Context: an optimization exercise on an open-source flow, tuned for a short achievable clock period and few clock cycles. The choices shown serve that exercise and are no tape-out recipe.
No activity file was given, so power comes from the tool's default toggle rates.

==> flow/design.v <==
`timescale 1ns/1ns
`default_nettype none
package rv_pkg;
   parameter int XLEN       = 32;             
   parameter int REG_ADDR_W = 5;              
endpackage
`default_nettype wire
`timescale 1ns/1ns
`timescale 1ns/1ns
`timescale 1ns/1ns
`timescale 1ns/1ns
`timescale 1ns/1ns
`timescale 1ns/1ns
`default_nettype none
module rv_core_top #(
   parameter logic [31:0] RESET_PC = '0    
) (
   input  wire         clk_i,
   input  wire         rst_i,
   input  wire         stall_i,
   input  wire  [31:0] inst_i,
   output wire  [31:0] inst_addr_o,
   output wire         wen_o,
   output wire  [3:0]  stb_o,
   output wire  [31:0] data_addr_o,
   output wire  [31:0] data_o
);
   localparam logic [6:0] OPC_OP     = 7'b0110011;
   localparam logic [6:0] OPC_OP_IMM = 7'b0010011;
   localparam logic [6:0] OPC_BRANCH = 7'b1100011;
   localparam logic [6:0] OPC_JAL    = 7'b1101111;
   localparam logic [6:0] OPC_JALR   = 7'b1100111;
   localparam logic [6:0] OPC_LUI    = 7'b0110111;
   localparam logic [6:0] OPC_AUIPC  = 7'b0010111;
   localparam logic [6:0] OPC_STORE  = 7'b0100011;
   logic [31:0] pc_q;
   logic [31:0] pc_plus4;
   logic        d_valid;
   logic [31:0] d_inst;
   logic [31:0] d_pc;
   logic [31:0] d_pc4;
   logic        e_valid;
   logic [31:0] e_a;             
   logic [31:0] e_b;             
   logic [31:0] e_bx;            
   logic        e_cin;           
   logic [31:0] e_rs2;           
   logic [31:0] e_pc4;           
   logic [31:0] e_alt;           
   logic        e_pred;          
   logic        e_branch;
   logic        e_jalr;
   logic        e_store;
   logic [1:0]  e_sfmt;
   logic        e_wen;           
   logic [4:0]  e_rd;
   logic        e_sel_sum, e_sel_xor, e_sel_or, e_sel_and;
   logic        e_sel_sll, e_sel_sr, e_sel_slt, e_sel_sltu, e_sel_link;
   logic        e_sra;
   logic        e_br_eq, e_br_lt, e_br_ltu, e_br_neg;
   logic        w_en;            
   logic [4:0]  w_rd;
   logic [31:0] w_data;
   logic [31:0] regs [32];
   logic        redirect_e;
   logic [31:0] target_e;
   logic        redirect_d;
   logic [31:0] target_d;
   logic [31:0] result;
   logic        s_wen;
   logic [3:0]  s_stb;
   logic [31:0] s_addr;
   logic [31:0] s_data;
   assign inst_addr_o = pc_q;
   assign pc_plus4    = pc_q + 32'd4;
   always_ff @(posedge clk_i or posedge rst_i) begin
      if (rst_i) begin
         pc_q    <= RESET_PC;
         d_valid <= 1'b0;
      end else begin
         if (redirect_e)      pc_q <= target_e;
         else if (redirect_d) pc_q <= target_d;
         else if (!stall_i)   pc_q <= pc_plus4;
         d_valid <= !stall_i && !redirect_d && !redirect_e;
      end
   end
   always_ff @(posedge clk_i) begin
      d_inst <= inst_i;
      d_pc   <= pc_q;
      d_pc4  <= pc_plus4;
   end
   logic [6:0]  opc;
   logic [2:0]  f3;
   logic [4:0]  rs1, rs2, rd;
   logic        is_op, is_opimm, is_branch, is_jal, is_jalr, is_lui, is_auipc, is_store;
   logic [31:0] imm_i, imm_s, imm_b, imm_u, imm_j;
   logic [31:0] rf1, rf2;
   logic        uses_rs1, b_is_rs2, writes;
   logic        fwd_a, fwd_b, fwd_s;
   logic [31:0] a_d, b_d;
   logic        sub_d;
   logic        pred_d;
   logic        same_rs;
   assign opc = d_inst[6:0];
   assign f3  = d_inst[14:12];
   assign rs1 = d_inst[19:15];
   assign rs2 = d_inst[24:20];
   assign rd  = d_inst[11:7];
   assign is_op     = opc == OPC_OP;
   assign is_opimm  = opc == OPC_OP_IMM;
   assign is_branch = opc == OPC_BRANCH;
   assign is_jal    = opc == OPC_JAL;
   assign is_jalr   = opc == OPC_JALR;
   assign is_lui    = opc == OPC_LUI;
   assign is_auipc  = opc == OPC_AUIPC;
   assign is_store  = opc == OPC_STORE;
   assign imm_i = {{20{d_inst[31]}}, d_inst[31:20]};
   assign imm_s = {{20{d_inst[31]}}, d_inst[31:25], d_inst[11:7]};
   assign imm_b = {{20{d_inst[31]}}, d_inst[7], d_inst[30:25], d_inst[11:8], 1'b0};
   assign imm_u = {d_inst[31:12], 12'b0};
   assign imm_j = {{12{d_inst[31]}}, d_inst[19:12], d_inst[20], d_inst[30:21], 1'b0};
   assign rf1 = (rs1 == 5'd0) ? 32'd0 : (w_en && w_rd == rs1) ? w_data : regs[rs1];
   assign rf2 = (rs2 == 5'd0) ? 32'd0 : (w_en && w_rd == rs2) ? w_data : regs[rs2];
   assign uses_rs1 = is_op || is_opimm || is_branch || is_jalr || is_store;
   assign b_is_rs2 = is_op || is_branch;
   assign writes   = is_op || is_opimm || is_jal || is_jalr || is_lui || is_auipc;
   assign fwd_a = e_valid && e_wen && (e_rd == rs1) && uses_rs1;
   assign fwd_b = e_valid && e_wen && (e_rd == rs2) && b_is_rs2;
   assign fwd_s = e_valid && e_wen && (e_rd == rs2);
   always_comb begin
      if (is_lui)        a_d = 32'd0;
      else if (is_auipc) a_d = d_pc;
      else               a_d = rf1;
      if (b_is_rs2)                  b_d = rf2;
      else if (is_store)             b_d = imm_s;
      else if (is_lui || is_auipc)   b_d = imm_u;
      else                           b_d = imm_i;
   end
   assign sub_d = is_branch || ((is_op || is_opimm) && (f3 == 3'b010 || f3 == 3'b011)) ||
                  (is_op && f3 == 3'b000 && d_inst[30]);
   assign same_rs = rs1 == rs2;
   always_comb begin
      if (same_rs) pred_d = (f3 == 3'b000) || (f3 == 3'b101) || (f3 == 3'b111);
      else         pred_d = d_inst[31] || (f3 == 3'b001);
   end
   assign target_d   = d_pc + (is_jal ? imm_j : imm_b);
   assign redirect_d = d_valid && !redirect_e && (is_jal || (is_branch && pred_d));
   always_ff @(posedge clk_i or posedge rst_i) begin
      if (rst_i) begin
         e_valid <= 1'b0;
      end else begin
         e_valid <= d_valid && !redirect_e;
      end
   end
   always_ff @(posedge clk_i) begin
      e_a      <= fwd_a ? result : a_d;
      e_b      <= fwd_b ? result : b_d;
      e_bx     <= fwd_b ? (sub_d ? ~result : result) : (sub_d ? ~b_d : b_d);
      e_cin    <= sub_d;
      e_rs2    <= fwd_s ? result : rf2;
      e_pc4    <= d_pc4;
      e_alt    <= pred_d ? d_pc4 : target_d;
      e_pred   <= pred_d;
      e_branch <= is_branch;
      e_jalr   <= is_jalr;
      e_store  <= is_store;
      e_sfmt   <= f3[1:0];
      e_wen    <= writes && (rd != 5'd0);
      e_rd     <= rd;
      e_sel_sum  <= is_lui || is_auipc || is_store || ((is_op || is_opimm) && f3 == 3'b000);
      e_sel_xor  <= (is_op || is_opimm) && f3 == 3'b100;
      e_sel_or   <= (is_op || is_opimm) && f3 == 3'b110;
      e_sel_and  <= (is_op || is_opimm) && f3 == 3'b111;
      e_sel_sll  <= (is_op || is_opimm) && f3 == 3'b001;
      e_sel_sr   <= (is_op || is_opimm) && f3 == 3'b101;
      e_sel_slt  <= (is_op || is_opimm) && f3 == 3'b010;
      e_sel_sltu <= (is_op || is_opimm) && f3 == 3'b011;
      e_sel_link <= is_jal || is_jalr;
      e_sra      <= d_inst[30];
      e_br_eq  <= f3[2:1] == 2'b00;
      e_br_lt  <= f3[2:1] == 2'b10;
      e_br_ltu <= f3[2:1] == 2'b11;
      e_br_neg <= f3[0];
   end
   logic [32:0] sum33;
   logic [31:0] sum;
   logic        lt_u, lt_s, eq;
   logic [31:0] sll_v, sr_v;
   logic        taken;
   assign sum33 = {1'b0, e_a} + {1'b0, e_bx} + {32'd0, e_cin};
   assign sum   = sum33[31:0];
   assign lt_u  = !sum33[32];
   assign lt_s  = (e_a[31] ^ e_b[31]) ? e_a[31] : sum[31];
   assign eq    = e_a == e_b;
   assign sll_v = e_a << e_b[4:0];
   assign sr_v  = 32'($signed({e_sra & e_a[31], e_a}) >>> e_b[4:0]);
   assign result = ({32{e_sel_sum}}  & sum)
                 | ({32{e_sel_xor}}  & (e_a ^ e_b))
                 | ({32{e_sel_or}}   & (e_a | e_b))
                 | ({32{e_sel_and}}  & (e_a & e_b))
                 | ({32{e_sel_sll}}  & sll_v)
                 | ({32{e_sel_sr}}   & sr_v)
                 | ({32{e_sel_link}} & e_pc4)
                 | {31'd0, (e_sel_slt & lt_s) | (e_sel_sltu & lt_u)};
   assign taken = e_br_neg ^ ((e_br_eq & eq) | (e_br_lt & lt_s) | (e_br_ltu & lt_u));
   assign redirect_e = e_valid && (e_jalr || (e_branch && (taken ^ e_pred)));
   assign target_e   = e_jalr ? {sum[31:1], 1'b0} : e_alt;
   always_ff @(posedge clk_i or posedge rst_i) begin
      if (rst_i) begin
         w_en  <= 1'b0;
         s_wen <= 1'b0;
      end else begin
         w_en  <= e_valid && e_wen;
         s_wen <= e_valid && e_store;
      end
   end
   always_ff @(posedge clk_i) begin
      w_rd   <= e_rd;
      w_data <= result;
      s_addr <= sum;
      case (e_sfmt)
         2'b00:   s_stb <= 4'b0001 << sum[1:0];
         2'b01:   s_stb <= 4'b0011 << sum[1:0];
         default: s_stb <= 4'b1111 << sum[1:0];
      endcase
      s_data <= e_rs2 << {sum[1:0], 3'b000};
   end
   always_ff @(posedge clk_i) begin
      if (w_en) regs[w_rd] <= w_data;
   end
   assign wen_o       = s_wen;
   assign stb_o       = s_stb;
   assign data_addr_o = s_addr;
   assign data_o      = s_data;
endmodule
`default_nettype wire
Settings: LEC_CHECK=0, CAP_MARGIN=20, CORE_MARGIN=2, CORE_UTILIZATION=40, SETUP_SLACK_MARGIN=5, SLEW_MARGIN=20; clock period 10.0 ns.
run.sh (not shown) runs the stock make flow with config.mk's settings and CLKGATE_MAP_FILE= SYNTH_SCRIPT=/design/flow/synth_recipe.tcl, a recipe that flattens the netlist after the stock synthesis.
==> next run, changes <==
- SETUP_SLACK_MARGIN: 5 -> default
Cell count is unchanged.
Total power barely changes.
Setup slack loses 0.026 ns.
Critical path depth increases by 2.
No functional check of the RTL was part of any run of this note.

-- afterwards: timing with drivers on the ports --
The results above use ideal ports. As a check the final layouts listed here were re-extracted and re-timed, cells and wires unchanged. Step 1 sets driving cells, clkbuf_16 on the clock port and buf_2 on the other inputs (assumed; they add their load-dependent delay and slew). Step 2 moves the port delays by t, midway between the first and last clock arrival at a register: inputs arrive t later, outputs are due t later. That takes back most of the time a late clock gives input paths. Three values: no drivers, after step 1, after step 2; two values: the first two.
run | t, ns | setup slack, ns | worst hold slack (ns) | worst register clock-pin slew, ns
the first run | 0.885 | 5.339 / 5.339 / 5.339 | 0.347 / 0.347 / 0.347 | 0.08 / 0.08
the second run | 0.885 | 5.313 / 5.313 / 5.313 | 0.347 / 0.347 / 0.347 | 0.08 / 0.08
After both steps setup and hold are still met in every run listed.
